This is an optimization exercise on Yosys and OpenROAD, whose aim is small area, not a production implementation. The RTL was checked by simulation tests, not by an equivalence proof against the original design. Power figures rest on the tool's default switching activity, not on a simulated workload. The flow treats the clock pin as an ideal source, which a real chip does not have.

Design palette_mapper, start of the top module:
module palette_mapper
#(
    parameter int CODE_W  = palette_pkg::CODE_W,
    parameter int ENTRIES = 64,
    parameter int CHAN_W  = palette_pkg::CHAN_W
) (
    input  logic                Clk,
    input  logic                Reset_n,
    input  logic                pix_valid,
    input  logic                blank,
    input  logic [CODE_W-1:0]   colorcode,
    input  logic [1:0]          dim,
    input  logic                wr_en,
    input  logic [CODE_W-1:0]   wr_addr,
    input  logic [3*CHAN_W-1:0] wr_rgb,
    output logic                out_valid,
    output logic [CHAN_W-1:0]   VGA_R,
    output logic [CHAN_W-1:0]   VGA_G,
    output logic [CHAN_W-1:0]   VGA_B
);
For scale: about 68 I/O pins, about 50,000 sq um of cells after synthesis.
Settings: LEC_CHECK=0, CAP_MARGIN=16, CORE_MARGIN=2, CORE_UTILIZATION=64, CTS_CLUSTER_DIAMETER=100, CTS_CLUSTER_SIZE=30, SLEW_MARGIN=16, SYNTH_HIERARCHICAL=1; clock period 5.0 ns.
standard.sh (not shown) runs the stock make flow with config.mk's settings and CLKGATE_MAP_FILE= SYNTH_SCRIPT=/design/flow/synth_recipe.tcl, a recipe that flattens the netlist after the stock synthesis.
==> flow/flow/run.sh <==
#!/bin/bash
# The standard layout (standard.sh, unchanged synthesis), with two changes:
#  - the port buffers are the smallest buffer, sky130_fd_sc_hd__buf_1;
#  - the clock tree is built without dummy loads;
#  - timing-driven global placement does not keep its trial buffers.
# standard.sh's full output goes to standard.log here; ORFS keeps each step's log under orfs/logs.
set -o pipefail
export BUFFER_PORTS_ARGS="-buffer_cell sky130_fd_sc_hd__buf_1"
export GPL_KEEP_OVERFLOW=0
export CTS_ARGS="-sink_clustering_enable -repair_clock_nets -sink_clustering_size 30 -sink_clustering_max_diameter 100 -dont_use_dummy_load"
bash standard.sh > standard.log 2>&1
Change:
==> flow/flow/run.sh (replaced) <==
#!/bin/bash
# The standard layout (standard.sh, unchanged synthesis), with two changes:
#  - the port buffers are the smallest buffer, sky130_fd_sc_hd__buf_1;
#  - the clock tree is built without dummy loads.
# standard.sh's full output goes to standard.log here; ORFS keeps each step's log under orfs/logs.
set -o pipefail
export BUFFER_PORTS_ARGS="-buffer_cell sky130_fd_sc_hd__buf_1"
export CTS_ARGS="-sink_clustering_enable -repair_clock_nets -sink_clustering_size 25 -sink_clustering_max_diameter 100 -dont_use_dummy_load"
bash standard.sh > standard.log 2>&1
Settings changed: CAP_MARGIN 16 to 20, CORE_UTILIZATION 64 to 60, CTS_CLUSTER_SIZE 30 to 25, SLEW_MARGIN 16 to 20.
Result: Global-route usage hardly moves; power rose by about 3%; maximum frequency rose by 6.7%; register-to-register slack is better by 290 ps.
Change:
==> flow/flow/run.sh (replaced) <==
#!/bin/bash
# The standard layout (standard.sh, unchanged synthesis), with two changes:
#  - the port buffers are the smallest buffer, sky130_fd_sc_hd__buf_1;
#  - the clock tree is built without dummy loads;
#  - timing-driven global placement does not keep its trial buffers.
# standard.sh's full output goes to standard.log here; ORFS keeps each step's log under orfs/logs.
set -o pipefail
export BUFFER_PORTS_ARGS="-buffer_cell sky130_fd_sc_hd__buf_1"
export GPL_KEEP_OVERFLOW=0
export CTS_ARGS="-sink_clustering_enable -repair_clock_nets -sink_clustering_size 25 -sink_clustering_max_diameter 100 -dont_use_dummy_load"
bash standard.sh > standard.log 2>&1
Settings changed: CORE_UTILIZATION 60 to 52.
Effect: The changed run finished clean; worst setup slack loses 600 ps; count of clock-buffer cells in the layout is unchanged; sequential share of layout area climbs by 0.34 points.


Another version of the RTL of palette_mapper (not shown whole).
Size: ~4300 cells after synthesis, ~1600 flip-flops, about 68 I/O pins.
Settings: LEC_CHECK=0, CAP_MARGIN=5, CORE_MARGIN=2, CORE_UTILIZATION=60, CTS_CLUSTER_DIAMETER=100, CTS_CLUSTER_SIZE=25, SLEW_MARGIN=5, SYNTH_HIERARCHICAL=1; clock period 5.0 ns.
run.sh (not shown) runs the stock make flow with config.mk's settings and CLKGATE_MAP_FILE= SYNTH_SCRIPT=/design/flow/synth_recipe.tcl, a recipe that flattens the netlist after the stock synthesis.
Stock flow here: none of the scripts above is used.
Change:
--- a/flow/config.mk
+++ b/flow/config.mk
@@ -8 +8 @@
-export CAP_MARGIN = 5
+export CAP_MARGIN = 20
@@ -13 +13 @@
-export SLEW_MARGIN = 5
+export SLEW_MARGIN = 20
Outcome: The new run finished with timing, DRC and antenna clean. Via count is about the same. Synthesized cell count is unchanged. Total power stays flat. Combinational power hardly moves. Worst hold slack degrades by 0.0073 ns. Clock skew rises by 0.0052 ns. Setup slack degrades by 0.046 ns. Register-to-register slack degrades by 0.05 ns.


Setup of run A:
The RTL this note starts from:
==> flow/design.v <==
package palette_pkg;
    localparam int CODE_W = 6;
    localparam int CHAN_W = 8;
    typedef struct packed {
        logic [CHAN_W-1:0] r;
        logic [CHAN_W-1:0] g;
        logic [CHAN_W-1:0] b;
    } rgb_t;
    localparam logic [CODE_W-1:0] C_WHITE  = 6'd0;
    localparam logic [CODE_W-1:0] C_BLACK  = 6'd1;
    localparam logic [CODE_W-1:0] C_GREEN  = 6'd2;
    localparam logic [CODE_W-1:0] C_RED    = 6'd3;
    localparam logic [CODE_W-1:0] C_LBLUE  = 6'd4;
    localparam logic [CODE_W-1:0] C_YELLOW = 6'd5;
    localparam logic [CODE_W-1:0] C_GREY   = 6'd6;
    localparam logic [CODE_W-1:0] C_ORANGE = 6'd7;
    localparam logic [CODE_W-1:0] C_BROWN  = 6'd8;
    localparam int N_DEFAULTS = 9;
    localparam logic [N_DEFAULTS*24-1:0] DEFAULT_PALETTE = {
        24'h663300, 24'hf27a00, 24'hb2b2b0, 24'hf1ff0a, 24'h5db1f0,
        24'hd80222, 24'h27b212, 24'h000000, 24'hffffff
    };
endpackage
module palette_regfile
#(
    parameter int ENTRIES = 64,
    parameter int CODE_W  = palette_pkg::CODE_W,
    parameter int CHAN_W  = palette_pkg::CHAN_W
) (
    input  logic                clk,
    input  logic                rst_n,
    input  logic                wr_en,
    input  logic [CODE_W-1:0]   wr_addr,
    input  logic [3*CHAN_W-1:0] wr_rgb,
    input  logic [CODE_W-1:0]   rd_addr,
    output logic [3*CHAN_W-1:0] rd_rgb
);
    localparam int W    = 3*CHAN_W;
    localparam int LO_W = CODE_W / 2;             
    localparam int HI_W = CODE_W - LO_W;
    localparam int NLO  = 1 << LO_W;
    localparam int NHI  = 1 << HI_W;
    localparam int NG   = (ENTRIES + 1) / 2;      
    function automatic logic [W-1:0] default_entry(input int idx);
        logic [23:0] d_s;
        logic [31:0] r_s;
        logic [31:0] g_s;
        logic [31:0] b_s;
        if (idx < palette_pkg::N_DEFAULTS) begin
            d_s = palette_pkg::DEFAULT_PALETTE[24*idx +: 24];
        end else begin
            d_s = '0;
        end
        r_s = {24'h000000, d_s[23:16]};
        g_s = {24'h000000, d_s[15:8]};
        b_s = {24'h000000, d_s[7:0]};
        if (CHAN_W < 8) begin
            r_s = r_s >> (8 - CHAN_W);
            g_s = g_s >> (8 - CHAN_W);
            b_s = b_s >> (8 - CHAN_W);
        end
        default_entry = {r_s[CHAN_W-1:0], g_s[CHAN_W-1:0], b_s[CHAN_W-1:0]};
    endfunction
    logic                 phase_r;
    logic [W-1:0]         mem_r [ENTRIES];
    logic [NHI-1:0]       whi_s;     
    logic [NLO-1:0]       wlo_s;     
    logic [NLO-1:0]       wlo_en_s;  
    logic [NHI-1:0]       rhi_s;     
    logic [NLO-1:0]       rlo_s;     
    logic [2*NG-1:0]      wsel_s;    
    logic [2*NG-1:0]      nsel_s;    
    logic [2*NG-1:0]      rsel_n_s;  
    logic [W-1:0]         wbus0_s;   
    logic [W-1:0]         wbus1_s;   
    logic [W-1:0]         rd_s;
    always_ff @(posedge clk) begin
        phase_r <= rst_n & ~phase_r;
    end
    always_comb begin
        for (int j = 0; j < W; j++) begin
            wbus0_s[j] = ~rst_n | ~wr_en | (wr_rgb[j] ^ phase_r);
            wbus1_s[j] = rst_n & (~wr_en | (wr_rgb[j] ^ phase_r));
        end
        for (int k = 0; k < NHI; k++) begin
            whi_s[k] = ~rst_n | (wr_addr[CODE_W-1:LO_W] == HI_W'(k));
            rhi_s[k] = (rd_addr[CODE_W-1:LO_W] == HI_W'(k));
        end
        for (int m = 0; m < NLO; m++) begin
            wlo_s[m]    = ~rst_n | (wr_addr[LO_W-1:0] == LO_W'(m));
            wlo_en_s[m] = ~rst_n | (wr_en & (wr_addr[LO_W-1:0] == LO_W'(m)));
            rlo_s[m]    = (rd_addr[LO_W-1:0] == LO_W'(m));
        end
    end
    for (genvar i = 0; i < 2*NG; i++) begin : g_sel
        if (i < ENTRIES) begin : g_e
            palette_and2 u_ws (.a(whi_s[i / NLO]), .b(wlo_en_s[i % NLO]), .y  (wsel_s[i]));
            palette_nand2 u_ns (.a(whi_s[i / NLO]), .b(wlo_s[i % NLO]),   .y_n(nsel_s[i]));
            palette_nand2 u_rs (.a(rhi_s[i / NLO]), .b(rlo_s[i % NLO]),   .y_n(rsel_n_s[i]));
        end else begin : g_pad
            assign wsel_s[i]   = 1'b0;
            assign nsel_s[i]   = 1'b1;
            assign rsel_n_s[i] = 1'b1;
        end
    end
    for (genvar i = 0; i < ENTRIES; i++) begin : g_row
        localparam logic [W-1:0] DEF = default_entry(i);
        logic [W-1:0] next_s;
        for (genvar j = 0; j < W; j++) begin : g_bit
            palette_wgate u_wg (
                .q    (mem_r[i][j]),
                .wsel (wsel_s[i]),
                .nsel (nsel_s[i]),
                .wbus (DEF[j] ? wbus1_s[j] : wbus0_s[j]),
                .d    (next_s[j])
            );
        end
        always_ff @(posedge clk) begin
            mem_r[i] <= next_s;
        end
    end
    for (genvar j = 0; j < W; j++) begin : g_rd
        logic [NG-1:0] part_n_s;    
        for (genvar k = 0; k < NG; k++) begin : g_part
            if (2*k + 1 < ENTRIES) begin : g_2
                palette_rgate u_rg (
                    .d     ({mem_r[2*k+1][j], mem_r[2*k][j]}),
                    .sel_n (rsel_n_s[2*k +: 2]),
                    .y     (part_n_s[k])
                );
            end else begin : g_1
                assign part_n_s[k] = ~(mem_r[2*k][j] | rsel_n_s[2*k]);
            end
        end
        assign rd_s[j] = ~|part_n_s;
    end
    assign rd_rgb = rd_s ^ {W{phase_r}};
endmodule
module palette_wgate (
    input  logic q,
    input  logic wsel,
    input  logic nsel,
    input  logic wbus,
    output logic d
);
    assign d = ~((q | wsel) & (nsel | wbus));
endmodule
module palette_rgate (
    input  logic [1:0] d,
    input  logic [1:0] sel_n,
    output logic       y
);
    assign y = ~((d[0] | sel_n[0]) & (d[1] | sel_n[1]));
endmodule
module palette_and2 (
    input  logic a,
    input  logic b,
    output logic y
);
    assign y = a & b;
endmodule
module palette_nand2 (
    input  logic a,
    input  logic b,
    output logic y_n
);
    assign y_n = ~(a & b);
endmodule
module palette_mapper
#(
    parameter int CODE_W  = palette_pkg::CODE_W,
    parameter int ENTRIES = 64,
    parameter int CHAN_W  = palette_pkg::CHAN_W
) (
    input  logic                Clk,
    input  logic                Reset_n,
    input  logic                pix_valid,
    input  logic                blank,
    input  logic [CODE_W-1:0]   colorcode,
    input  logic [1:0]          dim,
    input  logic                wr_en,
    input  logic [CODE_W-1:0]   wr_addr,
    input  logic [3*CHAN_W-1:0] wr_rgb,
    output logic                out_valid,
    output logic [CHAN_W-1:0]   VGA_R,
    output logic [CHAN_W-1:0]   VGA_G,
    output logic [CHAN_W-1:0]   VGA_B
);
    logic                valid1_r;
    logic                show1_r;    
    logic [CODE_W-1:0]   code1_r;
    logic [1:0]          dim1_r;
    logic [3*CHAN_W-1:0] rd_rgb_s;
    logic [CHAN_W-1:0]   r_s;
    logic [CHAN_W-1:0]   g_s;
    logic [CHAN_W-1:0]   b_s;
    palette_regfile #(
        .ENTRIES (ENTRIES),
        .CODE_W  (CODE_W),
        .CHAN_W  (CHAN_W)
    ) u_regfile (
        .clk     (Clk),
        .rst_n   (Reset_n),
        .wr_en   (wr_en),
        .wr_addr (wr_addr),
        .wr_rgb  (wr_rgb),
        .rd_addr (code1_r),
        .rd_rgb  (rd_rgb_s)
    );
    always_ff @(posedge Clk) begin
        valid1_r <= Reset_n & pix_valid;
        show1_r  <= Reset_n & pix_valid & ~blank;
        code1_r  <= colorcode;
        dim1_r   <= dim;
    end
    always_comb begin
        r_s = rd_rgb_s[3*CHAN_W-1 -: CHAN_W] >> dim1_r;
        g_s = rd_rgb_s[2*CHAN_W-1 -: CHAN_W] >> dim1_r;
        b_s = rd_rgb_s[CHAN_W-1   -: CHAN_W] >> dim1_r;
    end
    always_ff @(posedge Clk) begin
        out_valid <= Reset_n & valid1_r;
        VGA_R     <= (Reset_n & show1_r) ? r_s : '0;
        VGA_G     <= (Reset_n & show1_r) ? g_s : '0;
        VGA_B     <= (Reset_n & show1_r) ? b_s : '0;
    end
endmodule
clock: 5.0 ns
lec_check: 0
cap_margin: 20
core_margin: 2
core_utilization: 60
cts_cluster_diameter: 100
cts_cluster_size: 25
gpl_timing_driven: 0
slew_margin: 20
synth_hierarchical: 1
Run A finished all stages; layout check result: FAIL, due to setup timing.
Relative to run A, the following input files were edited for run B:
Settings: clearing GPL_TIMING_DRIVEN, which used to be 0.
==> flow/flow/run.sh (new file) <==
#!/bin/bash
# The standard layout (standard.sh, unchanged synthesis), with two changes:
#  - the port buffers are the smallest buffer, sky130_fd_sc_hd__buf_1;
#  - the clock tree is built without dummy loads;
#  - timing-driven global placement does not keep its trial buffers.
# standard.sh's full output goes to standard.log here; ORFS keeps each step's log under orfs/logs.
set -o pipefail
export BUFFER_PORTS_ARGS="-buffer_cell sky130_fd_sc_hd__buf_1"
export GPL_KEEP_OVERFLOW=0
export CTS_ARGS="-sink_clustering_enable -repair_clock_nets -sink_clustering_size 25 -sink_clustering_max_diameter 100 -dont_use_dummy_load"
bash standard.sh > standard.log 2>&1
==> flow/standard.sh (new file) <==
#!/bin/bash
# synth_recipe.tcl (not shown) runs the flow's synth.tcl, then flattens the netlist and writes it again
# the make line also repeats each setting of config.mk as NAME=value (left out here)
make -C /OpenROAD-flow-scripts/flow DESIGN_CONFIG=/design/flow/config.mk WORK_HOME=/design/flow/orfs CLKGATE_MAP_FILE= SYNTH_SCRIPT=/design/flow/synth_recipe.tcl "${@:-finish}"
removed: flow/run.sh
- As far as combinational group share of total power is concerned, run A and run B perform about the same.
- Diff run B..run A | floorplan die area | unchanged
- Run B has worst-case setup margin in the final layout above what run A had.
- Run B finished every stage and its layout cleared the timing, design-rule and antenna checks.
- Share of the cycle needed by the critical path after routing on run B is down relative to run A.
- Run B against run A: worst-case setup slack after placement saw an increase; worst clock skew went up; number of vias in the routed layout now sits higher.
- Re core occupancy in the finished layout: run B is 0.50 points down on run A.
- The met3 layer usage reported by global route reported for run B is greater than that of run A by 2.7 points.
- | cell-internal power | run B vs run A | 110 uW lower |
- Routed wire in run B totals more than in run A.
diff inputs: run B => run C
Settings: changing CAP_MARGIN from 20 to 5; changing SLEW_MARGIN from 20 to 5.
==> flow/flow/run.sh <==
#!/bin/bash
set -o pipefail
export BUFFER_PORTS_ARGS="-buffer_cell sky130_fd_sc_hd__buf_1"
export CTS_ARGS="-sink_clustering_enable -repair_clock_nets -sink_clustering_size 25 -sink_clustering_max_diameter 100 -dont_use_dummy_load"
bash standard.sh > standard.log 2>&1
[summary]
Status for run C and run B: clean finish in run B only. Ran to the end and failed final checks on capacitance limit, slew limit: run C. Peak supply drop on run C is down relative to run B. Run C vs run B: part of the cycle the worst path needs up. Run C vs. run B: final cell count increased 3.3%, number of buffers and inverters on the critical path +2. Taking run B as the reference, in run C wire length +about 0.9%; total power comparable.
Input changes introduced in run D (baseline for comparison: run C):
Settings: a change of CORE_UTILIZATION from 60 to 68; a change of SLEW_MARGIN from 5 to 20; a change of CAP_MARGIN from 5 to 20.
==> flow/run.sh (new file) <==
#!/bin/bash
# synth_recipe.tcl (not shown) runs the flow's synth.tcl, then flattens the netlist and writes it again
# the make line also repeats each setting of config.mk as NAME=value (left out here)
make -C /OpenROAD-flow-scripts/flow DESIGN_CONFIG=/design/flow/config.mk WORK_HOME=/design/flow/orfs CLKGATE_MAP_FILE= SYNTH_SCRIPT=/design/flow/synth_recipe.tcl finish
removed: flow/flow/run.sh
removed: flow/standard.sh
The flow did not stop early for run D: all stages ran, and the layout cleared the timing, design-rule and antenna checks. Number of H-tree levels came out exactly the same in run C and run D. For the relative area change from synthesis to final layout, run D came in 0.50 points higher than run C did. Combinational power (run D vs. run C) increases slightly. Placed wire-length estimate of run D is on par with run C. Run C → run D: design area rose by 0.45%; cell leakage power rose by 0.59%. Of run C and run D, the lower required time of the critical path belongs to run C. Run D does better than run C on post-route worst setup slack. From run C to run D the numbers moved as follows: wire length per cell now sits higher; portion of total power attributed to the clock network now sits higher.
Changes in run E relative to run D:
Settings: CAP_MARGIN changed from 20 to 5; SLEW_MARGIN changed from 20 to 5; CORE_UTILIZATION changed from 68 to 60.
Final checks on run E, whose flow otherwise completed, came back failing, citing capacitance limit, slew limit.
Across both runs, cell count was higher for run E than for run D.
For total power, run D and run E come out practically identical.
Diff run D -> run E: power share of the clock group saw little to no change; synthesis-to-finish area growth saw an increase; wire length reported by the detailed router saw a decrease; placer's final routability congestion estimate saw a decrease; proportion of layout cells with a drive suffix above 1 saw an increase.
Between run D and run E, the largest stage delay on the critical path figures differ only marginally.
Of the two values seen for capture point of the worst path, VGA_R[1] was produced by run E and VGA_G[2] by run D.
Measured against each other, run D and run E differ in number of logic stages on the critical path including buffering, the higher figure coming from run E.
| total internal power | run D vs run E | ≈ equal |
Compared with run D, clock-buffer cell count in run E decreased slightly.

## port drivers added, routing unchanged
Ports are ideal in the flow. The routed layouts listed here were re-timed in OpenROAD.
Step 1 assumes that a clkbuf_16 drives the clock port and a buf_2 every other input.
Step 2 moves the port delays by t, midway between the first and last clock arrival at a register: inputs arrive t later, outputs are due t later. That takes back most of the time a late clock gives input paths.
a / b / c = ideal ports / drivers / drivers and shift; a / b = the first two.
run | t, ns | slack for setup (ns) | worst setup path after step 2 | worst register clock-pin slew, ns | worst data-port slew with drivers (ns)
the first run of note 1 | 0.752 | 0.475 / 0.475 / 0.406 | input to register | 0.12 / 0.12 | 0.08
the second run of note 1 | 0.724 | 0.760 / 0.760 / 0.760 | register to register | 0.10 / 0.10 | 0.07
the third run of note 1 | 0.733 | 0.162 / 0.162 / 0.162 | register to register | 0.11 / 0.11 | 0.07
the first run of note 2 | 0.749 | 0.628 / 0.628 / 0.628 | register to register | 0.11 / 0.11 | 0.12
the second run of note 2 | 0.748 | 0.582 / 0.582 / 0.582 | register to register | 0.11 / 0.11 | 0.11
run A | 0.721 | -0.147 / -0.147 / -0.147 | register to register | 0.10 / 0.10 | 0.08
run B | 0.722 | 0.593 / 0.593 / 0.343 | input to register | 0.11 / 0.11 | 0.07
run C | 0.717 | 0.450 / 0.450 / 0.450 | register to register | 0.11 / 0.11 | 0.07
run D | 0.736 | 0.484 / 0.484 / 0.484 | register to register | 0.11 / 0.11 | 0.13
run E | 0.740 | 0.378 / 0.378 / 0.378 | register to register | 0.10 / 0.10 | 0.09
The setup slack of run B, which loses most, moves by 0.000 ns with the drivers and by -0.250 ns with both steps.
